This design comes from an exercise in tuning for small area, a short achievable clock period and few clock cycles per item on the open sky130 flow, not from production work.
In this exercise RTL edits were held to simulation tests only and were not proved equivalent to the original.
Power is estimated from default activity; no workload was simulated.

==> build 8: inputs <==
==> flow/design.v <==
module lkst_top
(
    input  logic        clk,
    input  logic        rst_n,
    input  logic        in_valid,
    output logic        in_ready,
    input  logic        in_action,
    input  logic [31:0] in_now_tick,
    input  logic [7:0]  in_protocol,
    input  logic [31:0] in_sensor_id,
    input  logic [7:0]  in_channel,
    input  logic [15:0] in_temperature,
    input  logic [7:0]  in_humidity,
    input  logic [1:0]  in_battery,
    input  logic [2:0]  in_read_slot,
    output logic        out_valid,
    input  logic        out_ready,
    output logic [2:0]  out_slot_index,
    output logic        out_key_hit,
    output logic        out_evicted,
    output logic [3:0]  out_fill_count,
    output logic        out_slot_valid,
    output logic [7:0]  out_protocol,
    output logic [31:0] out_sensor_id,
    output logic [7:0]  out_channel,
    output logic [15:0] out_temperature,
    output logic [7:0]  out_humidity,
    output logic [1:0]  out_battery,
    output logic [31:0] out_age_ticks
);
    localparam int N = 8;
    logic [N-1:0]        r_valid;
    logic [N-1:0][47:0]  r_key;
    logic [N-1:0][25:0]  r_pay;
    logic [N-1:0][31:0]  r_seen;
    logic [N-1:0][N-1:0] r_old;
    logic [3:0]          r_count;
    logic                r_pv;
    logic                r_act;
    logic [47:0]         r_ikey;   
    logic [25:0]         r_ipay;   
    logic [31:0]         r_tick;   
    logic                r_rv;     
    logic [2:0]          r_rslot;
    logic [N-1:0]        r_hoh;    
    logic                r_hit;    
    logic [N-1:0]        r_tlt;    
    logic [N-1:0]        r_tgt;    
    logic [N-1:0]        r_lru;    
    logic [47:0]         key;
    logic                accept;
    logic                fire;
    logic                up;
    logic [N-1:0]        eq;
    logic [N-1:0]        mv;
    logic                eq_prev;
    logic [N-1:0]        hit_oh;
    logic [N-1:0]        free_oh;
    logic [N-1:0]        lru_oh;
    logic [N-1:0]        slot_oh;
    logic [2:0]          slot;
    logic                hit;
    logic                full;
    logic [N-1:0]        wen;
    logic [N-1:0]        t_lt;    
    logic [N-1:0]        t_gt;    
    logic                f_lt;    
    logic                f_gt;
    logic [N-1:0]        lru_next;
    logic [47:0]         rd_key;
    logic [25:0]         rd_pay;
    logic                rd_valid;
    logic [N-1:0]        in_rdec;
    logic [N-1:0]        rd_sel;
    logic [31:0]         age;
    function automatic logic [N-1:0] first1(logic [N-1:0] v);
        logic         seen;
        first1 = '0;
        seen   = 1'b0;
        for (int i = 0; i < N; i++) begin
            first1[i] = v[i] && !seen;
            seen      = seen || v[i];
        end
    endfunction
    function automatic logic [1:0] cmp31(logic [30:0] a, logic [30:0] b);
        logic [31:0] g;
        logic [31:0] l;
        g = {1'b0, a & ~b};
        l = {1'b0, ~a & b};
        for (int w = 16; w >= 1; w = w / 2) begin
            for (int i = 0; i < w; i++) begin
                g[i] = g[2*i+1] | (!l[2*i+1] & g[2*i]);
                l[i] = l[2*i+1] | (!g[2*i+1] & l[2*i]);
            end
        end
        cmp31 = {g[0], l[0]};
    endfunction
    assign key      = {in_protocol, in_sensor_id, in_channel};
    assign fire     = r_pv && out_ready;
    assign in_ready = !r_pv || out_ready;
    assign accept   = in_valid && in_ready;
    assign up       = fire && !r_act;
    always_comb begin
        for (int j = 0; j < N; j++) begin
            eq[j] = r_key[j] == key;
        end
    end
    assign eq_prev = r_ikey == key;
    always_comb begin
        for (int j = 0; j < N; j++) begin
            mv[j] = wen[j] ? eq_prev : (r_valid[j] && eq[j]);
        end
    end
    assign hit     = r_hit;
    assign full    = &r_valid;
    assign hit_oh  = r_hoh;
    assign free_oh = first1(~r_valid);
    function automatic logic [N-1:0] lru_steps(logic [N-1:0] p0, int lo, int hi,
                                               logic [N-1:0][N-1:0] old);
        logic [N-1:0] p;
        logic         take;
        p = p0;
        for (int i = 1; i < N; i++) begin
            if (i >= lo && i <= hi) begin
                take = |(p & old[i]);
                if (take) begin
                    p = '0;
                    p[i] = 1'b1;
                end
            end
        end
        lru_steps = p;
    endfunction
    function automatic logic [N-1:0] lru_pick(logic [N-1:0][N-1:0] old);
        logic [N-1:0] q;
        logic [N-1:0] r;
        q = lru_steps(8'b1, 1, 3, old);
        lru_pick = '0;
        for (int c = 0; c < 4; c++) begin
            r = lru_steps(8'(1 << c), 4, 7, old);
            lru_pick = lru_pick | (r & {N{q[c]}});
        end
    endfunction
    always_comb begin : lru_after
        logic [N*N-1:0] m;
        lru_next = '0;
        for (int k = 0; k < N; k++) begin
            m = r_old;
            for (int j = 0; j < k; j++) m[k*N+j] = r_tlt[j];
            for (int i = k + 1; i < N; i++) m[i*N+k] = r_tgt[i];
            lru_next = lru_next | (lru_pick(m) & {N{wen[k]}});
        end
    end
    assign lru_oh = r_lru;
    assign slot_oh = hit ? hit_oh : (!full ? free_oh : lru_oh);
    assign wen     = up ? slot_oh : '0;
    always_comb begin
        slot = '0;
        for (int i = 0; i < N; i++) begin
            if (slot_oh[i]) slot = slot | 3'(i);
        end
    end
    always_comb begin : tick_cmp
        logic [1:0] c;
        logic       x;
        for (int j = 0; j < N; j++) begin
            c = cmp31(in_now_tick[30:0], r_seen[j][30:0]);
            x = in_now_tick[31] ^ r_seen[j][31];
            t_lt[j] = x ^ c[0];
            t_gt[j] = x ^ c[1];
        end
        c = cmp31(in_now_tick[30:0], r_tick[30:0]);
        x = in_now_tick[31] ^ r_tick[31];
        f_lt = x ^ c[0];
        f_gt = x ^ c[1];
    end
    always_comb begin : read_port
        logic [31:0] seen_tab;
        logic [47:0] key_tab;
        logic [25:0] pay_tab;
        logic        fwd;
        logic [31:0] a_fwd;
        logic [31:0] a_tab;
        key_tab  = '0;
        pay_tab  = '0;
        seen_tab = '0;
        for (int j = 0; j < N; j++) begin
            in_rdec[j] = in_read_slot == 3'(j);
            rd_sel[j]  = in_rdec[j] && r_valid[j];
            key_tab    = key_tab  | (r_key[j]  & {48{rd_sel[j]}});
            pay_tab    = pay_tab  | (r_pay[j]  & {26{rd_sel[j]}});
            seen_tab   = seen_tab | (r_seen[j] & {32{in_rdec[j]}});
        end
        fwd      = |(wen & in_rdec);
        rd_key   = fwd ? r_ikey : key_tab;
        rd_pay   = fwd ? r_ipay : pay_tab;
        rd_valid = fwd || (|rd_sel);
        a_fwd = in_now_tick - r_tick;
        a_tab = in_now_tick - seen_tab;
        age   = (a_fwd & {32{fwd}}) | (a_tab & {32{!fwd}});
    end
    always_ff @(posedge clk) begin
        if (accept) begin
            r_act   <= in_action;
            r_ikey  <= in_action ? rd_key : key;
            r_ipay  <= in_action ? rd_pay : {in_temperature, in_humidity, in_battery};
            r_tick  <= in_action ? (age & {32{rd_valid}}) : in_now_tick;
            r_rv    <= rd_valid;
            r_rslot <= in_read_slot;
            r_hoh   <= first1(mv);
            r_hit   <= |mv;
            for (int j = 0; j < N; j++) begin
                r_tlt[j]  <= wen[j] ? f_lt : t_lt[j];
                r_tgt[j]  <= wen[j] ? f_gt : t_gt[j];
            end
        end
        for (int j = 0; j < N; j++) begin
            if (wen[j]) begin
                r_key[j]  <= r_ikey;
                r_pay[j]  <= r_ipay;
                r_seen[j] <= r_tick;
            end
        end
        for (int i = 1; i < N; i++) begin
            for (int j = 0; j < i; j++) begin
                if (wen[i]) begin
                    r_old[i][j] <= r_tlt[j];
                end else if (wen[j]) begin
                    r_old[i][j] <= r_tgt[i];
                end
            end
        end
        if (|wen) begin
            r_lru <= lru_next;
        end
    end
    always_ff @(posedge clk) begin
        if (!rst_n) begin
            r_valid <= '0;
            r_count <= '0;
            r_pv    <= 1'b0;
        end else begin
            r_valid <= r_valid | wen;
            if (up && !hit && !full) begin
                r_count <= r_count + 4'd1;
            end
            if (accept) begin
                r_pv <= 1'b1;
            end else if (fire) begin
                r_pv <= 1'b0;
            end
        end
    end
    assign out_valid      = r_pv;
    assign out_slot_index = r_act ? r_rslot : slot;
    assign out_key_hit    = !r_act && hit;
    assign out_evicted    = !r_act && !hit && full;
    assign out_fill_count = (!r_act && !hit && !full) ? r_count + 4'd1 : r_count;
    assign out_slot_valid = !r_act || r_rv;
    assign {out_protocol, out_sensor_id, out_channel} = r_ikey;
    assign {out_temperature, out_humidity, out_battery} = r_ipay;
    assign out_age_ticks  = r_act ? r_tick : '0;
endmodule
==> flow/flow/run.sh <==
#!/bin/bash
# The standard layout, with a plain buffer on each port and CTS without
# dummy balancing loads.
set -euo pipefail
export BUFFER_PORTS_ARGS="-buffer_cell sky130_fd_sc_hd__buf_2"
export CTS_ARGS="-sink_clustering_enable -repair_clock_nets -dont_use_dummy_load"
bash standard.sh > standard.log 2>&1
==> flow/standard.sh <==
#!/bin/bash
# synth_recipe.tcl (not shown) runs the flow's synth.tcl, then flattens the netlist and writes it again
# the make line also repeats each setting of config.mk as NAME=value (left out here)
make -C /OpenROAD-flow-scripts/flow DESIGN_CONFIG=/design/flow/config.mk WORK_HOME=/design/flow/orfs CLKGATE_MAP_FILE= SYNTH_SCRIPT=/design/flow/synth_recipe.tcl "${@:-finish}"
==> flow/config.mk <==
export PLATFORM = sky130hd
export DESIGN_NAME = lkst_top
export DESIGN_NICKNAME = lkst_top
export VERILOG_FILES = /design/flow/design.v
export SDC_FILE = /design/flow/constraint.sdc
export NUM_CORES = 4
export LEC_CHECK = 0
export CAP_MARGIN = 20
export CORE_MARGIN = 2
export CORE_UTILIZATION = 45
export SETUP_SLACK_MARGIN = 2.0
export SLEW_MARGIN = 20
export TNS_END_PERCENT = 5
==> flow/constraint.sdc <==
create_clock -name core_clock -period 5.0 [get_ports {clk}]
set_input_delay 1.0000 -clock core_clock [delete_from_list [all_inputs] [get_ports {clk}]]
set_output_delay 1.0000 -clock core_clock [all_outputs]
set_load 0.01 [all_outputs]
==> inputs of build 39, as changes to build 8 <==
==> flow/design.v, changed modules only <==
module lkst_top
(
    input  logic        clk,
    input  logic        rst_n,
    input  logic        in_valid,
    output logic        in_ready,
    input  logic        in_action,
    input  logic [31:0] in_now_tick,
    input  logic [7:0]  in_protocol,
    input  logic [31:0] in_sensor_id,
    input  logic [7:0]  in_channel,
    input  logic [15:0] in_temperature,
    input  logic [7:0]  in_humidity,
    input  logic [1:0]  in_battery,
    input  logic [2:0]  in_read_slot,
    output logic        out_valid,
    input  logic        out_ready,
    output logic [2:0]  out_slot_index,
    output logic        out_key_hit,
    output logic        out_evicted,
    output logic [3:0]  out_fill_count,
    output logic        out_slot_valid,
    output logic [7:0]  out_protocol,
    output logic [31:0] out_sensor_id,
    output logic [7:0]  out_channel,
    output logic [15:0] out_temperature,
    output logic [7:0]  out_humidity,
    output logic [1:0]  out_battery,
    output logic [31:0] out_age_ticks
);
    localparam int N = 8;
    logic [N-1:0]        r_valid;
    logic [N-1:0][47:0]  r_key;
    logic [N-1:0][25:0]  r_pay;
    logic [N-1:0][31:0]  r_seen;
    logic [N-1:0][N-1:0] r_old;
    logic [3:0]          r_count;
    logic                r_pv;
    logic                r_act;
    logic [47:0]         r_ikey;   
    logic [25:0]         r_ipay;
    logic [31:0]         r_tick;
    logic [2:0]          r_rslot;
    logic [N-1:0]        r_hoh;    
    logic                r_hit;    
    logic [N-1:0]        r_rsel;   
    logic [N-1:0]        r_tlt;    
    logic [N-1:0]        r_tgt;    
    logic [N-1:0]        r_lru;    
    logic                r_ovld;
    logic [2:0]          r_oslot;
    logic                r_ohit;
    logic                r_oevict;
    logic                r_osv;
    logic [47:0]         r_okey;
    logic [25:0]         r_opay;
    logic [31:0]         r_oage;
    logic [47:0]         key;
    logic                accept;
    logic                out_free;
    logic                fire;
    logic                up;
    logic [N-1:0]        eq;
    logic [N-1:0]        mv;
    logic                eq_prev;
    logic [N-1:0]        hit_oh;
    logic [N-1:0]        free_oh;
    logic [N-1:0]        lru_oh;
    logic [N-1:0]        slot_oh;
    logic [2:0]          slot;
    logic                hit;
    logic                full;
    logic [N-1:0]        wen;
    logic [N-1:0]        t_lt;    
    logic [N-1:0]        t_gt;    
    logic                f_lt;    
    logic                f_gt;
    logic [N-1:0]        lru_next;
    logic [47:0]         rd_key;
    logic [25:0]         rd_pay;
    logic                rd_valid;
    logic [N-1:0]        in_rdec;
    logic [32:0]         in_age;
    function automatic logic [N-1:0] first1(logic [N-1:0] v);
        logic         seen;
        first1 = '0;
        seen   = 1'b0;
        for (int i = 0; i < N; i++) begin
            first1[i] = v[i] && !seen;
            seen      = seen || v[i];
        end
    endfunction
    function automatic logic [1:0] cmp31(logic [30:0] a, logic [30:0] b);
        logic [31:0] g;
        logic [31:0] l;
        g = {1'b0, a & ~b};
        l = {1'b0, ~a & b};
        for (int w = 16; w >= 1; w = w / 2) begin
            for (int i = 0; i < w; i++) begin
                g[i] = g[2*i+1] | (!l[2*i+1] & g[2*i]);
                l[i] = l[2*i+1] | (!g[2*i+1] & l[2*i]);
            end
        end
        cmp31 = {g[0], l[0]};
    endfunction
    assign key      = {in_protocol, in_sensor_id, in_channel};
    assign out_free = !r_ovld || out_ready;
    assign fire     = r_pv && out_free;
    assign in_ready = !r_pv || out_free;
    assign accept   = in_valid && in_ready;
    assign up       = fire && !r_act;
    always_comb begin
        for (int j = 0; j < N; j++) begin
            eq[j] = r_key[j] == key;
        end
    end
    assign eq_prev = r_ikey == key;
    always_comb begin
        for (int j = 0; j < N; j++) begin
            mv[j] = wen[j] ? eq_prev : (r_valid[j] && eq[j]);
        end
    end
    assign hit     = r_hit;
    assign full    = &r_valid;
    assign hit_oh  = r_hoh;
    assign free_oh = first1(~r_valid);
    function automatic logic [N-1:0] lru_steps(logic [N-1:0] p0, int lo, int hi,
                                               logic [N-1:0][N-1:0] old);
        logic [N-1:0] p;
        logic         take;
        p = p0;
        for (int i = 1; i < N; i++) begin
            if (i >= lo && i <= hi) begin
                take = |(p & old[i]);
                if (take) begin
                    p = '0;
                    p[i] = 1'b1;
                end
            end
        end
        lru_steps = p;
    endfunction
    function automatic logic [N-1:0] lru_pick(logic [N-1:0][N-1:0] old);
        logic [N-1:0] q;
        logic [N-1:0] r;
        q = lru_steps(8'b1, 1, 3, old);
        lru_pick = '0;
        for (int c = 0; c < 4; c++) begin
            r = lru_steps(8'(1 << c), 4, 7, old);
            lru_pick = lru_pick | (r & {N{q[c]}});
        end
    endfunction
    always_comb begin : lru_after
        logic [N*N-1:0] m;
        lru_next = '0;
        for (int k = 0; k < N; k++) begin
            m = r_old;
            for (int j = 0; j < k; j++) m[k*N+j] = r_tlt[j];
            for (int i = k + 1; i < N; i++) m[i*N+k] = r_tgt[i];
            lru_next = lru_next | (lru_pick(m) & {N{wen[k]}});
        end
    end
    assign lru_oh = r_lru;
    assign slot_oh = hit ? hit_oh : (!full ? free_oh : lru_oh);
    assign wen     = up ? slot_oh : '0;
    always_comb begin
        slot = '0;
        for (int i = 0; i < N; i++) begin
            if (slot_oh[i]) slot = slot | 3'(i);
        end
    end
    always_comb begin : tick_cmp
        logic [1:0] c;
        logic       x;
        for (int j = 0; j < N; j++) begin
            c = cmp31(in_now_tick[30:0], r_seen[j][30:0]);
            x = in_now_tick[31] ^ r_seen[j][31];
            t_lt[j] = x ^ c[0];
            t_gt[j] = x ^ c[1];
        end
        c = cmp31(in_now_tick[30:0], r_tick[30:0]);
        x = in_now_tick[31] ^ r_tick[31];
        f_lt = x ^ c[0];
        f_gt = x ^ c[1];
    end
    always_comb begin
        rd_key  = '0;
        rd_pay  = '0;
        for (int j = 0; j < N; j++) begin
            rd_key  = rd_key  | (r_key[j]  & {48{r_rsel[j]}});
            rd_pay  = rd_pay  | (r_pay[j]  & {26{r_rsel[j]}});
        end
    end
    assign rd_valid = |r_rsel;
    always_comb begin : age_lo
        logic [31:0] seen_tab;
        logic        fwd;
        logic [16:0] lo_fwd;
        logic [16:0] lo_tab;
        seen_tab = '0;
        for (int j = 0; j < N; j++) begin
            in_rdec[j] = in_read_slot == 3'(j);
            seen_tab   = seen_tab | (r_seen[j] & {32{in_rdec[j]}});
        end
        fwd    = |(wen & in_rdec);
        lo_fwd = {1'b0, in_now_tick[15:0]} - {1'b0, r_tick[15:0]};
        lo_tab = {1'b0, in_now_tick[15:0]} - {1'b0, seen_tab[15:0]};
        in_age = fwd ? {lo_fwd[16], r_tick[31:16], lo_fwd[15:0]}
                     : {lo_tab[16], seen_tab[31:16], lo_tab[15:0]};
    end
    always_ff @(posedge clk) begin
        if (accept) begin
            r_act   <= in_action;
            r_ikey  <= in_action ? {15'b0, in_age} : key;
            r_ipay  <= {in_temperature, in_humidity, in_battery};
            r_tick  <= in_now_tick;
            r_rslot <= in_read_slot;
            r_hoh   <= first1(mv);
            r_hit   <= |mv;
            for (int j = 0; j < N; j++) begin
                r_rsel[j] <= in_rdec[j] && (r_valid[j] || wen[j]);
                r_tlt[j]  <= wen[j] ? f_lt : t_lt[j];
                r_tgt[j]  <= wen[j] ? f_gt : t_gt[j];
            end
        end
        for (int j = 0; j < N; j++) begin
            if (wen[j]) begin
                r_key[j]  <= r_ikey;
                r_pay[j]  <= r_ipay;
                r_seen[j] <= r_tick;
            end
        end
        for (int i = 1; i < N; i++) begin
            for (int j = 0; j < i; j++) begin
                if (wen[i]) begin
                    r_old[i][j] <= r_tlt[j];
                end else if (wen[j]) begin
                    r_old[i][j] <= r_tgt[i];
                end
            end
        end
        if (|wen) begin
            r_lru <= lru_next;
        end
        if (fire) begin
            r_oslot  <= r_act ? r_rslot : slot;
            r_ohit   <= !r_act && hit;
            r_oevict <= !r_act && !hit && full;
            r_osv    <= !r_act || rd_valid;
            r_okey   <= r_act ? rd_key : r_ikey;
            r_opay   <= r_act ? rd_pay : r_ipay;
            r_oage   <= (r_act && rd_valid) ?
                        {r_tick[31:16] - r_ikey[31:16] - 16'(r_ikey[32]), r_ikey[15:0]} : '0;
        end
    end
    always_ff @(posedge clk) begin
        if (!rst_n) begin
            r_valid <= '0;
            r_count <= '0;
            r_ovld  <= 1'b0;
            r_pv    <= 1'b0;
        end else begin
            r_valid <= r_valid | wen;
            if (up && !hit && !full) begin
                r_count <= r_count + 4'd1;
            end
            if (accept) begin
                r_pv <= 1'b1;
            end else if (fire) begin
                r_pv <= 1'b0;
            end
            if (fire) begin
                r_ovld <= 1'b1;
            end else if (out_ready) begin
                r_ovld <= 1'b0;
            end
        end
    end
    assign out_valid      = r_ovld;
    assign out_slot_index = r_oslot;
    assign out_key_hit    = r_ohit;
    assign out_evicted    = r_oevict;
    assign out_fill_count = r_count;
    assign out_slot_valid = r_osv;
    assign {out_protocol, out_sensor_id, out_channel} = r_okey;
    assign {out_temperature, out_humidity, out_battery} = r_opay;
    assign out_age_ticks  = r_oage;
endmodule
==> flow/flow/run.sh (replaced) <==
#!/bin/bash
# The standard layout, with a plain buffer on each port and CTS with
# smaller clock buffers and without dummy balancing loads.
set -euo pipefail
export BUFFER_PORTS_ARGS="-buffer_cell sky130_fd_sc_hd__buf_2"
export CTS_ARGS="-sink_clustering_enable -repair_clock_nets -dont_use_dummy_load -buf_list sky130_fd_sc_hd__clkbuf_8"
bash standard.sh > standard.log 2>&1
==> comparison table <==
                                                                                    build 8            build 39
Internal power of the cells                                                        14.80 mW            15.33 mW
Final core area utilization                                                          54.18%              51.54%
Outcome                                                            timing/DRC/antenna clean  timing/DRC/antenna clean
Layout multi-input combinational cell count                                            3211                3047
Pwr dens                                                                       305.2 nW/um2        322.0 nW/um2
Total routing usage reported by global routing                                       33.99%              34.76%
Number of synthesized flops with an enable pin                                         1018                1137
Total leakage power                                                                22.85 nW            22.98 nW
Aggregate routed wire length                                                      222000 um           232000 um
H-tree level count                                                                        3                   4
Average size of a mapped cell                                                     11.71 um2           12.14 um2
Reg-to-Reg End                                                         r_tick[29]$_DFFE_PP_  r_lru[4]$_DFFE_PP_
Power drawn by the clock network                                                    7.19 mW             6.94 mW
Placed wire-length estimate                                                       149300 um           159000 um
Die area                                                                         126000 um2          130600 um2
Sequential power share                                                                49.4%               53.1%
Parity-gate share of the synthesized area counting xor and xnor cells                7.393%              6.568%
Testbench counts of build 8, summed over its fixed seeds: cycles 4,808, items 4,800.
Testbench counts of build 39, summed over its fixed seeds: cycles 4,816, items 4,800.

## static timing again, ports no longer ideal
How much do the figures lean on ideal ports? The routed layouts below were timed once more, with nothing changed but the port constraints. Step 1 sets driving cells, clkbuf_16 on the clock port and buf_2 on the other inputs (assumed; they add their load-dependent delay and slew). Step 2 times the ports against the registers' clock, not the clock port: input delays grow and output delays shrink by t, the midpoint of the rising clock arrivals with the driver on. Slacks: ideal / step 1 / step 2; pairs: ideal / step 1.
run	shift t [ns]	slack for setup (ns)	worst setup path at the end	worst register clock-pin slew, ns
build 8	0.798	1.264 / 1.218 / 0.420	input to register	0.07 / 0.07
build 39	0.984	1.664 / 1.647 / 0.664	input to register	0.07 / 0.07
After both steps every run listed still meets setup and hold. For build 39, which loses most, drivers alone change the setup slack by -0.017 ns; drivers and shift together by -1.000 ns.
